Source: an optimization exercise on an open RTL-to-GDS flow (aim: small area, a short achievable clock period and few clock cycles per item). Production flows keep margins and buffers that such runs may drop.
Function was checked by simulation only, so behaviour that the tests miss may differ from the original.
Power figures rest on the tool's default switching activity, not on a simulated workload.

$ cat design/flow/design.v
`default_nettype none
package dtfs_pkg;
   localparam int CMD_W   = 4;
   localparam int IDX_W   = 6;
   localparam int LANE_W  = 3;
   localparam int VAL_W   = 32;
   localparam int DATA_W  = 64;
   localparam int ST_W    = 2;
   localparam int BC_W    = 9;
   localparam int CNT_W   = 7;
   localparam int REQ_TDATA_W = 80;
   localparam int RSP_TDATA_W = 56;
   localparam logic [CMD_W-1:0] CMD_WORD  = 4'd0;
   localparam logic [CMD_W-1:0] CMD_PAIR  = 4'd1;
   localparam logic [CMD_W-1:0] CMD_BYTE  = 4'd2;
   localparam logic [CMD_W-1:0] CMD_HALF  = 4'd3;
   localparam logic [CMD_W-1:0] CMD_SETF  = 4'd4;
   localparam logic [CMD_W-1:0] CMD_CLRF  = 4'd5;
   localparam logic [CMD_W-1:0] CMD_READ  = 4'd6;
   localparam logic [CMD_W-1:0] CMD_CLRM  = 4'd7;
   localparam logic [CMD_W-1:0] CMD_DUMP  = 4'd8;
   localparam logic [ST_W-1:0] ST_OK        = 2'd0;
   localparam logic [ST_W-1:0] ST_BAD_INDEX = 2'd1;
   localparam logic [ST_W-1:0] ST_BAD_LANE  = 2'd2;
   localparam logic [0:0] CSR_FIELDS_IN_USE = 1'b0;
   localparam logic [0:0] CSR_IN_WORLD      = 1'b1;
   localparam logic [CNT_W-1:0] FIELDS_RESET = 7'd64;
   localparam logic [BC_W-1:0]  ENTRY_BYTES  = 9'd6;
   typedef struct packed {
      logic [ST_W-1:0]  status;
      logic [IDX_W-1:0] index;
      logic [VAL_W-1:0] value;
      logic             mark;
      logic             enlist;
      logic             delist;
      logic             pending;
      logic             entry_valid;
      logic [BC_W-1:0]  byte_count;
      logic             last;
   } rsp_type;
endpackage
`default_nettype wire
`default_nettype none
module dtfs_ram #(
   parameter int WIDTH = 32,
   parameter int DEPTH = 32
) (
   input  wire logic                     clock,
   input  wire logic                     wr_en,
   input  wire logic [$clog2(DEPTH)-1:0] wr_addr,
   input  wire logic [WIDTH-1:0]         wr_data,
   input  wire logic [DEPTH-1:0]         rd_sel,
   output logic      [WIDTH-1:0]         rd_data
);
   logic [WIDTH-1:0] mem_ff [DEPTH];
   always_ff @(posedge clock) begin
      if (wr_en) begin
         mem_ff[wr_addr] <= wr_data;
      end
   end
   always_comb begin
      rd_data = '0;
      for (int r = 0; r < DEPTH; r++) begin
         rd_data = rd_data | (mem_ff[r] & {WIDTH{rd_sel[r]}});
      end
   end
endmodule
`default_nettype wire
`default_nettype none
import dtfs_pkg::*;
module dtfs_rsp_reg
(
   input  wire logic    clock,
   input  wire logic    reset,
   input  wire logic    in_valid,
   input  dtfs_pkg::rsp_type in_data,
   output logic         held,         
   output logic         held_next,    
   output logic         out_valid,
   input  wire logic    out_ready,
   output dtfs_pkg::rsp_type out_data
);
   logic              out_valid_ff, skid_valid_ff;
   dtfs_pkg::rsp_type out_data_ff, skid_data_ff;
   logic              load_out;
   assign load_out  = !out_valid_ff || out_ready;
   assign held_next = out_valid_ff && !out_ready && (skid_valid_ff || in_valid);
   always_ff @(posedge clock) begin
      if (reset) begin
         out_valid_ff  <= 1'b0;
         skid_valid_ff <= 1'b0;
      end else begin
         if (load_out) begin
            out_valid_ff <= skid_valid_ff || in_valid;
         end
         skid_valid_ff <= held_next;
      end
   end
   always_ff @(posedge clock) begin
      if (load_out) begin
         out_data_ff <= skid_valid_ff ? skid_data_ff : in_data;
      end
      if (!skid_valid_ff) begin
         skid_data_ff <= in_data;
      end
   end
   assign held      = skid_valid_ff;
   assign out_valid = out_valid_ff;
   assign out_data  = out_data_ff;
endmodule
`default_nettype wire
`default_nettype none
import dtfs_pkg::*;
module dtfs_seq
(
   input  wire logic                 clock,
   input  wire logic                 reset,
   input  wire logic [CNT_W-1:0]     cnt,
   input  wire logic                 in_world,
   input  wire logic                 in_valid,
   output logic                      in_ready,
   input  wire logic [CMD_W-1:0]     in_cmd,
   input  wire logic [IDX_W-1:0]     in_idx,
   input  wire logic [LANE_W-1:0]    in_lane,
   input  wire logic [DATA_W-1:0]    in_data,
   input  wire logic                 in_drop,
   output logic                      out_valid,
   output dtfs_pkg::rsp_type         out_data,
   input  wire logic                 hold,
   input  wire logic                 hold_next
);
   localparam int RW = IDX_W - 1;      
   localparam int NR = 32;             
   localparam int NF = 2 * NR;         
   localparam logic [1:0] W_IDLE  = 2'd0;
   localparam logic [1:0] W_START = 2'd1;    
   localparam logic [1:0] W_LOAD  = 2'd2;    
   localparam logic [1:0] W_WALK  = 2'd3;    
   localparam logic [CMD_W-1:0] CMD_EMPTY = 4'd15;
   logic adv;
   assign adv = !hold;
   logic [NR-1:0]        nz_e_ff, nz_o_ff;       
   logic [NR-1:0]        chg_e_ff, chg_o_ff;     
   logic                 pending_ff;
   logic                 ready_ff;
   logic [1:0]           w_state_ff;
   logic [IDX_W-1:0]     w_ptr_ff;               
   logic [BC_W-1:0]      w_bc_ff;                
   logic                 b_v_ff;
   logic [CMD_W-1:0]     b_cmd_ff;
   logic [IDX_W-1:0]     b_idx_ff;
   logic [RW-1:0]        b_ea_ff;                
   logic                 b_drop_ff;
   logic                 b_de_ff;                
   logic                 b_last_ff;              
   logic [ST_W-1:0]      b_st_ff;
   logic                 b_we_e_ff, b_we_o_ff;   
   logic [VAL_W-1:0]     b_new_e_ff, b_new_o_ff;  
   logic [VAL_W-1:0]     b_old_e_ff, b_old_o_ff;  
   logic [IDX_W-1:0] a_idx;
   logic [RW-1:0]    a_row;
   logic [NR-1:0]    a_dec, a_sel_e, a_sel_o;
   logic             we_e, we_o;
   logic [RW-1:0]    wa_e, wa_o, wa_e_m1;
   logic [VAL_W-1:0] wd_e, wd_o;
   logic [VAL_W-1:0] rd_e, rd_o;
   logic             a_fwd_e, a_fwd_o;
   logic [VAL_W-1:0] a_e, a_o;
   logic [VAL_W-1:0] a_keep, a_set, a_mask;
   logic [VAL_W-1:0] a_keep_e, a_set_e, a_keep_o, a_set_o, a_new_e, a_new_o;
   logic             a_walk;
   logic             a_bad_idx, a_bad_lane;
   logic [ST_W-1:0]  a_st;
   logic             a_wr;                   
   assign a_walk = (w_state_ff != W_IDLE);
   assign a_idx  = a_walk ? w_ptr_ff : in_idx;
   assign a_row = a_idx[IDX_W-1:1];
   always_comb begin
      for (int r = 0; r < NR; r++) begin
         a_dec[r] = (a_row == RW'(r));
      end
      a_sel_o = a_dec & nz_o_ff;
      a_sel_e = (a_idx[0] ? {a_dec[NR-2:0], 1'b0} : a_dec) & nz_e_ff;
   end
   dtfs_ram #(.WIDTH(VAL_W), .DEPTH(NR)) u_bank_e (
      .clock(clock), .wr_en(we_e), .wr_addr(wa_e), .wr_data(wd_e),
      .rd_sel(a_sel_e), .rd_data(rd_e));
   dtfs_ram #(.WIDTH(VAL_W), .DEPTH(NR)) u_bank_o (
      .clock(clock), .wr_en(we_o), .wr_addr(wa_o), .wr_data(wd_o),
      .rd_sel(a_sel_o), .rd_data(rd_o));
   always_comb begin
      a_fwd_e = we_e && (a_idx[0] ? (wa_e_m1 == a_row) : (wa_e == a_row));
      a_fwd_o = we_o && (wa_o == a_row);
      a_e  = a_fwd_e ? wd_e : rd_e;
      a_o  = a_fwd_o ? wd_o : rd_o;
   end
   always_comb begin
      a_mask = '0;
      a_keep = '1;
      a_set  = '0;
      case (in_cmd)
         CMD_WORD, CMD_PAIR: begin
            a_keep = '0;
            a_set  = in_data[VAL_W-1:0];
         end
         CMD_BYTE: begin
            a_mask[{in_lane[1:0], 3'b000} +: 8] = 8'hFF;
            a_keep = ~a_mask;
            a_set  = {4{in_data[7:0]}} & a_mask;
         end
         CMD_HALF: begin
            a_mask[{in_lane[0], 4'b0000} +: 16] = 16'hFFFF;
            a_keep = ~a_mask;
            a_set  = {2{in_data[15:0]}} & a_mask;
         end
         CMD_SETF: begin
            a_set  = in_data[VAL_W-1:0];
         end
         CMD_CLRF: begin
            a_keep = ~in_data[VAL_W-1:0];
         end
         default: begin
         end
      endcase
      if (a_walk) begin
         a_keep = '1;
         a_set  = '0;
      end
      a_keep_e = '1;
      a_set_e  = '0;
      a_keep_o = '1;
      a_set_o  = '0;
      if (a_idx[0]) begin
         a_keep_o = a_keep;
         a_set_o  = a_set;
         if (!a_walk && (in_cmd == CMD_PAIR)) begin
            a_keep_e = '0;
            a_set_e  = in_data[DATA_W-1:VAL_W];
         end
      end else begin
         a_keep_e = a_keep;
         a_set_e  = a_set;
         if (!a_walk && (in_cmd == CMD_PAIR)) begin
            a_keep_o = '0;
            a_set_o  = in_data[DATA_W-1:VAL_W];
         end
      end
      a_new_e = (a_e & a_keep_e) | a_set_e;
      a_new_o = (a_o & a_keep_o) | a_set_o;
   end
   always_comb begin
      a_bad_idx  = (in_cmd == CMD_PAIR) ? ({1'b0, in_idx} + 7'd1 >= cnt)
                                        : ({1'b0, in_idx} >= cnt);
      a_bad_lane = ((in_cmd == CMD_BYTE) && (in_lane > 3'd3)) ||
                   ((in_cmd == CMD_HALF) && (in_lane > 3'd1));
      a_st = ST_OK;
      a_wr = (in_cmd <= CMD_CLRF) && !a_bad_idx && !a_bad_lane;
      if (in_cmd <= CMD_READ) begin
         if (a_bad_idx) begin
            a_st = ST_BAD_INDEX;
         end else if (a_bad_lane) begin
            a_st = ST_BAD_LANE;
         end
      end
   end
   logic             b_ok, b_changed, b_enl, b_mark_old;
   dtfs_pkg::rsp_type b_res;
   logic [VAL_W-1:0] b_new;
   assign b_ok   = b_v_ff && !b_de_ff && (b_st_ff == ST_OK);
   assign b_new  = b_idx_ff[0] ? b_new_o_ff : b_new_e_ff;
   assign b_changed = (b_we_e_ff && (b_new_e_ff != b_old_e_ff)) ||
                      (b_we_o_ff && (b_new_o_ff != b_old_o_ff));
   assign b_enl     = b_changed && in_world && !pending_ff;
   assign b_mark_old = b_idx_ff[0] ? chg_o_ff[b_idx_ff[IDX_W-1:1]]
                                   : chg_e_ff[b_idx_ff[IDX_W-1:1]];
   assign we_e    = adv && b_we_e_ff;
   assign we_o    = adv && b_we_o_ff;
   assign wa_e    = b_ea_ff;
   assign wa_e_m1 = b_ea_ff - 1'b1;
   assign wa_o    = b_idx_ff[IDX_W-1:1];
   assign wd_e    = b_new_e_ff;
   assign wd_o    = b_new_o_ff;
   always_comb begin
      b_res         = '0;
      b_res.pending = pending_ff;
      b_res.last    = 1'b1;
      if (b_de_ff) begin
         b_res.index       = b_idx_ff;
         b_res.value       = b_new;
         b_res.mark        = b_mark_old;
         b_res.entry_valid = 1'b1;
         b_res.byte_count  = b_old_o_ff[BC_W-1:0];
         b_res.last        = b_last_ff;
      end else if (b_cmd_ff <= CMD_READ) begin
         b_res.status = b_st_ff;
         b_res.index  = b_idx_ff;
         if (b_st_ff == ST_OK) begin
            b_res.value   = b_new;
            b_res.mark    = b_mark_old || b_changed;
            b_res.enlist  = b_enl;
            b_res.pending = pending_ff || b_enl;
         end
      end else if (b_cmd_ff == CMD_CLRM) begin
         b_res.index   = b_idx_ff;
         b_res.delist  = pending_ff && b_drop_ff;
         b_res.pending = 1'b0;
      end
   end
   assign out_valid = b_v_ff && adv;
   assign out_data  = b_res;
   logic [NF-1:0]    w_src, cnt_mask;
   logic [IDX_W-1:0] w_first;
   logic             w_empty;
   always_comb begin
      for (int i = 0; i < NF; i++) begin
         cnt_mask[i] = (CNT_W'(i) < cnt);
      end
   end
   always_comb begin
      for (int i = 0; i < NR; i++) begin
         w_src[2*i]   = nz_e_ff[i] & cnt_mask[2*i];
         w_src[2*i+1] = nz_o_ff[i] & cnt_mask[2*i+1];
      end
      if (w_state_ff != W_LOAD) begin
         for (int i = 0; i < NF; i++) begin
            if (IDX_W'(i) <= w_ptr_ff) begin
               w_src[i] = 1'b0;
            end
         end
      end
      w_first = '0;
      for (int i = NF - 1; i >= 0; i--) begin
         if (w_src[i]) begin
            w_first = IDX_W'(i);
         end
      end
      w_empty = (w_src == '0);
   end
   logic accept;
   assign in_ready = ready_ff;
   assign accept   = in_valid && ready_ff;
   logic [1:0] w_state_next;
   always_comb begin
      w_state_next = w_state_ff;
      case (w_state_ff)
         W_IDLE:  if (accept && (in_cmd == CMD_DUMP)) w_state_next = W_START;
         W_START: if (adv) w_state_next = W_LOAD;
         default: if (adv) w_state_next = w_empty ? W_IDLE : W_WALK;
      endcase
   end
   always_ff @(posedge clock) begin
      if (reset) begin
         nz_e_ff    <= '0;
         nz_o_ff    <= '0;
         chg_e_ff   <= '0;
         chg_o_ff   <= '0;
         pending_ff <= 1'b0;
         ready_ff   <= 1'b1;
         w_state_ff <= W_IDLE;
         b_v_ff     <= 1'b0;
         b_we_e_ff  <= 1'b0;
         b_we_o_ff  <= 1'b0;
      end else begin
         w_state_ff <= w_state_next;
         ready_ff   <= !hold_next && (w_state_next == W_IDLE);
         if (we_e) begin
            nz_e_ff[wa_e] <= (wd_e != '0);
         end
         if (we_o) begin
            nz_o_ff[wa_o] <= (wd_o != '0);
         end
         if (adv) begin
            if (b_v_ff && !b_de_ff && (b_cmd_ff == CMD_CLRM)) begin
               chg_e_ff   <= '0;
               chg_o_ff   <= '0;
               pending_ff <= 1'b0;
            end else begin
               if (b_changed && we_e) chg_e_ff[wa_e] <= 1'b1;
               if (b_changed && we_o) chg_o_ff[wa_o] <= 1'b1;
               pending_ff <= pending_ff || b_enl;
            end
            if (!a_walk) begin
               b_v_ff    <= in_valid && (in_cmd != CMD_DUMP);
               b_we_e_ff <= in_valid && a_wr && (!in_idx[0] || (in_cmd == CMD_PAIR));
               b_we_o_ff <= in_valid && a_wr && (in_idx[0] || (in_cmd == CMD_PAIR));
            end else begin
               b_v_ff    <= (w_state_ff == W_WALK) || ((w_state_ff == W_LOAD) && w_empty);
               b_we_e_ff <= 1'b0;
               b_we_o_ff <= 1'b0;
            end
         end
      end
   end
   always_ff @(posedge clock) begin
      if (adv) begin
         b_idx_ff  <= a_idx;
         b_ea_ff   <= a_row + RW'(a_idx[0]);
         b_new_e_ff <= a_new_e;
         b_new_o_ff <= a_new_o;
         b_old_e_ff <= a_e;
         b_last_ff  <= w_empty;
         if (!a_walk) begin
            b_cmd_ff   <= in_cmd;
            b_drop_ff  <= in_drop;
            b_de_ff    <= 1'b0;
            b_st_ff    <= a_st;
            b_old_o_ff <= a_o;
         end else begin
            b_cmd_ff   <= (w_state_ff == W_WALK) ? CMD_DUMP : CMD_EMPTY;
            b_de_ff    <= (w_state_ff == W_WALK);
            b_st_ff    <= ST_OK;
            b_old_o_ff <= VAL_W'(w_bc_ff + ENTRY_BYTES);
         end
         if (w_state_ff == W_LOAD) begin
            w_bc_ff <= '0;
         end else if (w_state_ff == W_WALK) begin
            w_bc_ff <= w_bc_ff + ENTRY_BYTES;
         end
         if (a_walk) begin
            w_ptr_ff <= w_first;
         end
      end
   end
endmodule
`default_nettype wire
`default_nettype none
import dtfs_pkg::*;
module dirty_tracked_field_store_core
(
   input  wire logic                   clock,
   input  wire logic                   reset,
   input  wire logic                   req_tvalid,
   output logic                        req_tready,
   input  wire logic [REQ_TDATA_W-1:0] req_tdata,
   input  wire logic [CMD_W-1:0]       req_tuser,
   output logic                        rsp_tvalid,
   input  wire logic                   rsp_tready,
   output logic [RSP_TDATA_W-1:0]      rsp_tdata,
   output logic [ST_W-1:0]             rsp_tuser,
   output logic                        rsp_tlast,
   input  wire logic                   csr_valid,
   output logic                        csr_ready,
   input  wire logic [0:0]             csr_index,
   input  wire logic [CNT_W-1:0]       csr_data
);
   logic [CNT_W-1:0]  count_ff;
   logic              world_ff;
   logic [CNT_W-1:0]  eff_cnt;
   logic              seq_valid;
   logic              hold, hold_next;
   dtfs_pkg::rsp_type seq_data, out_data;
   assign csr_ready = 1'b1;
   always_ff @(posedge clock) begin
      if (reset) begin
         count_ff <= FIELDS_RESET;
         world_ff <= 1'b0;
      end else if (csr_valid) begin
         if (csr_index == CSR_FIELDS_IN_USE) begin
            count_ff <= csr_data;
         end else begin
            world_ff <= csr_data[0];
         end
      end
   end
   assign eff_cnt = count_ff[CNT_W-1] ? 7'd64 : count_ff;
   dtfs_seq u_seq (
      .clock     (clock),
      .reset     (reset),
      .cnt       (eff_cnt),
      .in_world  (world_ff),
      .in_valid  (req_tvalid),
      .in_ready  (req_tready),
      .in_cmd    (req_tuser),
      .in_idx    (req_tdata[5:0]),
      .in_lane   (req_tdata[8:6]),
      .in_data   (req_tdata[72:9]),
      .in_drop   (req_tdata[73]),
      .out_valid (seq_valid),
      .out_data  (seq_data),
      .hold      (hold),
      .hold_next (hold_next)
   );
   dtfs_rsp_reg u_rsp_reg (
      .clock     (clock),
      .reset     (reset),
      .in_valid  (seq_valid),
      .in_data   (seq_data),
      .held      (hold),
      .held_next (hold_next),
      .out_valid (rsp_tvalid),
      .out_ready (rsp_tready),
      .out_data  (out_data)
   );
   assign rsp_tdata = {4'b0000, out_data.byte_count, out_data.entry_valid, out_data.pending,
                       out_data.delist, out_data.enlist, out_data.mark, out_data.value,
                       out_data.index};
   assign rsp_tuser = out_data.status;
   assign rsp_tlast = out_data.last;
endmodule
`default_nettype wire
$ cat design/flow/run.sh
#!/bin/bash
# synth_recipe.tcl (not shown) runs the flow's synth.tcl, then flattens the netlist and writes it again
# the make line also repeats each setting of config.mk as NAME=value (left out here)
make -C /OpenROAD-flow-scripts/flow DESIGN_CONFIG=/design/flow/config.mk WORK_HOME=/design/flow/orfs CLKGATE_MAP_FILE= SYNTH_SCRIPT=/design/flow/synth_recipe.tcl finish
$ cat design/flow/config.mk
export PLATFORM = sky130hd
export DESIGN_NAME = dirty_tracked_field_store_core
export DESIGN_NICKNAME = dirty_tracked_field_store_core
export VERILOG_FILES = /design/flow/design.v
export SDC_FILE = /design/flow/constraint.sdc
export NUM_CORES = 4
export LEC_CHECK = 0
export ABC_CLOCK_PERIOD_IN_PS = 3000
export CAP_MARGIN = 20
export CORE_MARGIN = 2
export CORE_UTILIZATION = 40
export SETUP_SLACK_MARGIN = 4.6
export SLEW_MARGIN = 20
export TNS_END_PERCENT = 5
$ cat design/flow/constraint.sdc
create_clock -name core_clock -period 8.0 [get_ports {clock}]
set_input_delay 1.6000 -clock core_clock [delete_from_list [all_inputs] [get_ports {clock}]]
set_output_delay 1.6000 -clock core_clock [all_outputs]
set_load 0.01 [all_outputs]
==> flow_metrics.py <==
metrics = {
    "final_layout": {
        "final_cells": 10600,
        "area_delta_synth_final_pct": 20.7,
        "nFillCells": 20300,
        "final_nets": 7227,
        "multiInputGateArea_sq_um": 26100,
        "fin_util": 0.486,
        "layout-drive-gt1-share": 0.182,
        "register_area_sq_um": 72000,
        "final_area_sq_um": 118000,
    },
    "worst_setup_path": {
        "end_kind": "flip-flop",
        "worstPathArrival_ns": 4.64,
        "r2r.worst_path.cells": 16,
        "path_max_fanout": 6,
        "criticalPathCategory": "in -> reg",
        "startpoint_type": "input pin",
        "required_ns": 8.67,
    },
    "power_and_ir_drop": {
        "clkPwrFrac": 0.426,
        "sequentialPowerShare": 0.524,
        "power_density_nw_per_um2": 231,
        "combPwrFrac": 0.049,
        "peakVddDrop_v": 0.000259,
        "p_int_mw": 21.1,
        "power.switching_mw": 6.15,
        "p_leak_nw": 39.2,
        "switching_share": 0.225,
    },
    "sta": {
        "maxSlewViolCount": 0,
        "max_freq_mhz": 252,
        "fin_ws_ns": 4.03,
        "rsz0062_at_grt": "true",
        "slew_headroom": 0.227,
        "setup_viol": 0,
        "tns_ns": 0,
        "hold_viol": 0,
        "skew_ns": 0.118,
        "tightest_slew_ns": 1.15,
        "final.period_utilization": 0.496,
        "period_needed_ns": 3.97,
    },
    "worst_hold_path": {
        "worstHoldPathType": "reg -> reg",
        "hold_depth": 1,
    },
    "drt": {
        "drt-initial-drc-count": 12900,
        "drt-total-wl_mm": 398,
        "dr.pass1.iters": 6,
        "vias": 70000,
        "ant_nets": 0,
        "vias_per_cell": 6.63,
        "drc": 0,
        "wire_per_inst_um": 37.7,
    },
    "placed_design": {
        "dpl-instance-area_sq_um": 105000,
        "port_buffers": 147,
        "post-dp-hpwl_mm": 225,
        "place_ws_ns": 1.22,
        "routabilityCongestion": 1.05,
        "place_inst": 9811,
    },
    "clock_tree": {
        "cts.sinks": 2465,
        "cts_hold_buf": 0,
        "htreeDepth": 4,
        "clkTransAtPathRegs_ns": 0.07,
        "clock-root-buffer": "clkbuf_16",
        "cts_tree": "yes",
        "insertion_delay_ns": 0.95,
        "clockBufferDepth": 3,
        "cts_buffers": 241,
    },
    "floorplanning": {
        "pin_count": 159,
        "core_area_sq_um": 243000,
        "die_h_um": 498,
        "die_area_sq_um": 248000,
        "initial_core_util": 0.402,
        "die_x_um": 498,
        "rows": 181,
    },
    "global_routing": {
        "grt_pass1_wl_mm": 536,
        "grt.total_usage": 0.309,
        "overflow": 0,
        "grt_pass1_vias": 65000,
        "antenna_found_initial": 39,
        "grt_max_degree": 74,
    },
    "yosys": {
        "synth-edff-count": 2265,
        "ys_seq_area_frac": 0.737,
        "syn_area_sq_um": 97700,
        "synth_async_sr_flop_share": 0,
        "synth_cell_types": 101,
        "netlist.area_leader.share": 0.696,
        "yosys.area.top_type": "edfxtp_1",
        "synth.most_common_cell": "edfxtp_1",
        "synth_seq_cells": 2465,
        "yosysWarnings": 4,
        "synthTopCellsByCount": "edfxtp_1, a22oi_1, nand2_1, nor2_1, o21ai_0",
        "ys_top_cells_by_area": "edfxtp_1, dfxtp_1, a22oi_1, a22o_1, nand2_1",
        "ys.flop_type": "edfxtp_1",
        "syn_inst": 6536,
        "syn_area_per_cell_sq_um": 15.0,
    },
    "run": {
        "maxCapViolCount": 0,
    },
    "outcome": {
        "status": "no timing/DRC/antenna violations",
    },
}
cell type report:
type                            count  area share
Multi-Input combinational cell   3620       0.221
Sequential cell                  2465       0.610
Inverter                           48     0.00171
Clock inverter                    132      0.0132
Timing Repair Buffer              729      0.0631
Antenna cell                       30    0.000636
Tap cell                         3202      0.0339
Clock buffer                      328      0.0560
flip-flops by register name (all words and copies together) (netlist names), 2 cells and up:
signal                  count
u_seq.chg_o_ff             32
count_ff                    7
u_seq.b_old_e_ff           32
u_seq.b_idx_ff              6
u_seq.u_bank_e.mem_ff    1024
u_seq.w_ptr_ff              6
u_seq.b_old_o_ff           32
u_rsp_reg.out_data_ff      55
u_seq.nz_e_ff              32
u_seq.b_new_e_ff           32
u_seq.w_bc_ff               8
u_rsp_reg.skid_data_ff     55
u_seq.b_ea_ff               5
u_seq.b_new_o_ff           32
u_seq.nz_o_ff              32
u_seq.w_state_ff            2
u_seq.chg_e_ff             32
u_seq.u_bank_o.mem_ff    1024
u_seq.b_cmd_ff              4
u_seq.b_st_ff               2
metal layers:
layer  vias to the layer above  wire [um]  global-route usage
met5                         -         86                   0
li1                      27700          -                   -
met2                      5624     176000               0.472
met4                        14      24700               0.161
met3                      1027      52500              0.0810
met1                     35600     145000               0.407
power groups by stage:
stage	clock, mW	combinational (mW)	sequential, mW
6_report	11.6	1.34	14.3
5_1_grt	12.2	1.37	14.3
4_1_cts	11.7	1.25	14.3
3_5_place_dp	0	1.15	14.6
3_3_place_gp	0	1.13	14.6
2_1_floorplan	0	0.393	14.7
cells by family (layout without fill, tap and decap cells):
logic type / Yosys count / in the layout / share of synthesized area
buffers and inverters: 454 / 1237 / 0.0197
AND/OR/NAND/NOR: 1604 / 1604 / 0.0840
adder cells (fa/ha/maj): 25 / 25 / 0.00320
multiplexers: 93 / 93 / 0.0122
XOR/XNOR: 95 / 95 / 0.00851
other: 2 / 35 / 0.0000768
AO/OA/AOI/OAI: 1798 / 1798 / 0.135
flip-flops: 2465 / 2465 / 0.737
final timing paths:
check | from | to | slack [ns]
worst min register to register | u_rsp_reg.skid_data_ff[10] | u_rsp_reg.skid_data_ff[10] | 0.46
worst min-delay path | u_rsp_reg.skid_data_ff[10] | u_rsp_reg.skid_data_ff[10] | 0.46
worst max register to register | u_seq.w_state_ff[0] | u_seq.b_new_o_ff[12] | 4.11
worst max-delay path | req_tdata[0] | u_seq.b_new_e_ff[10] | 4.03
placed cells by master (no fill, tap or decap), drive strengths merged, types with 136 or more instances in the layout:
master,count
edfxtp,2265
buf,577
a22oi,450
nand2,430
nor2,385
clkbuf,335
o21ai,257
a21oi,237
dfxtp,200
a22o,186
nand4,145
a221oi,143
clkdlybuf4s50,136
critical path, stage by stage:
cell	delay, ns
buf_12	0.09
or3b_4	0.41
a221oi_4	0.32
buf_12	0.17
buf_8	0.12
a2111oi_4	0.04
bufbuf_16	0.32
a22o_1	0.25
a221oi_2	0.19
nand4_1	0.19
or4b_4	0.65
o211ai_1	0.13
a32oi_1	0.13
stage by stage:
stage	hold slack (ns)	power, mW
after floorplan	0.424	15.1
after global placement	0.442	15.7
after detailed placement	0.445	15.7
after CTS	0.460	27.2
after global routing	0.478	27.8
final	0.461	27.3
repair_timing:
action	CTS	global route
buffers inserted	211	22
setup endpoints to repair	350	415
gates cloned	16	4
pin swaps	126	32
resized for setup	411	112
Testbench counts, summed over its fixed seeds: cycles 20,799, items 12,000.

-- static timing again, ports no longer ideal --
Ports are ideal in the flow. The routed layout listed here was re-timed in OpenROAD.
Step 1 (the two cells are an assumption about what drives the block):
set clk [get_ports {clock}]
set_driving_cell -lib_cell sky130_fd_sc_hd__clkbuf_16 $clk
set_driving_cell -lib_cell sky130_fd_sc_hd__buf_2 [delete_from_list [all_inputs] $clk]
Step 2 adds t to the input delays and takes it off the output delays; t is the mean of the earliest and latest rising clock arrival at the registers after step 1. Input paths then give back, and output paths get back, about the clock's delay inside the block.
a / b / c = ideal ports / drivers / drivers and shift; a / b = the first two.
t (ns): 0.987
setup WS [ns]: 4.031 / 4.042 / 3.055
hold slack, ns: 0.461 / 0.461 / 0.461
worst data-port slew with drivers (ns): 0.18
cell pins on the clock port's net: 1
After both steps setup and hold are still met in this run. The setup slack of this run moves by +0.011 ns with the drivers and by -0.976 ns with both steps.
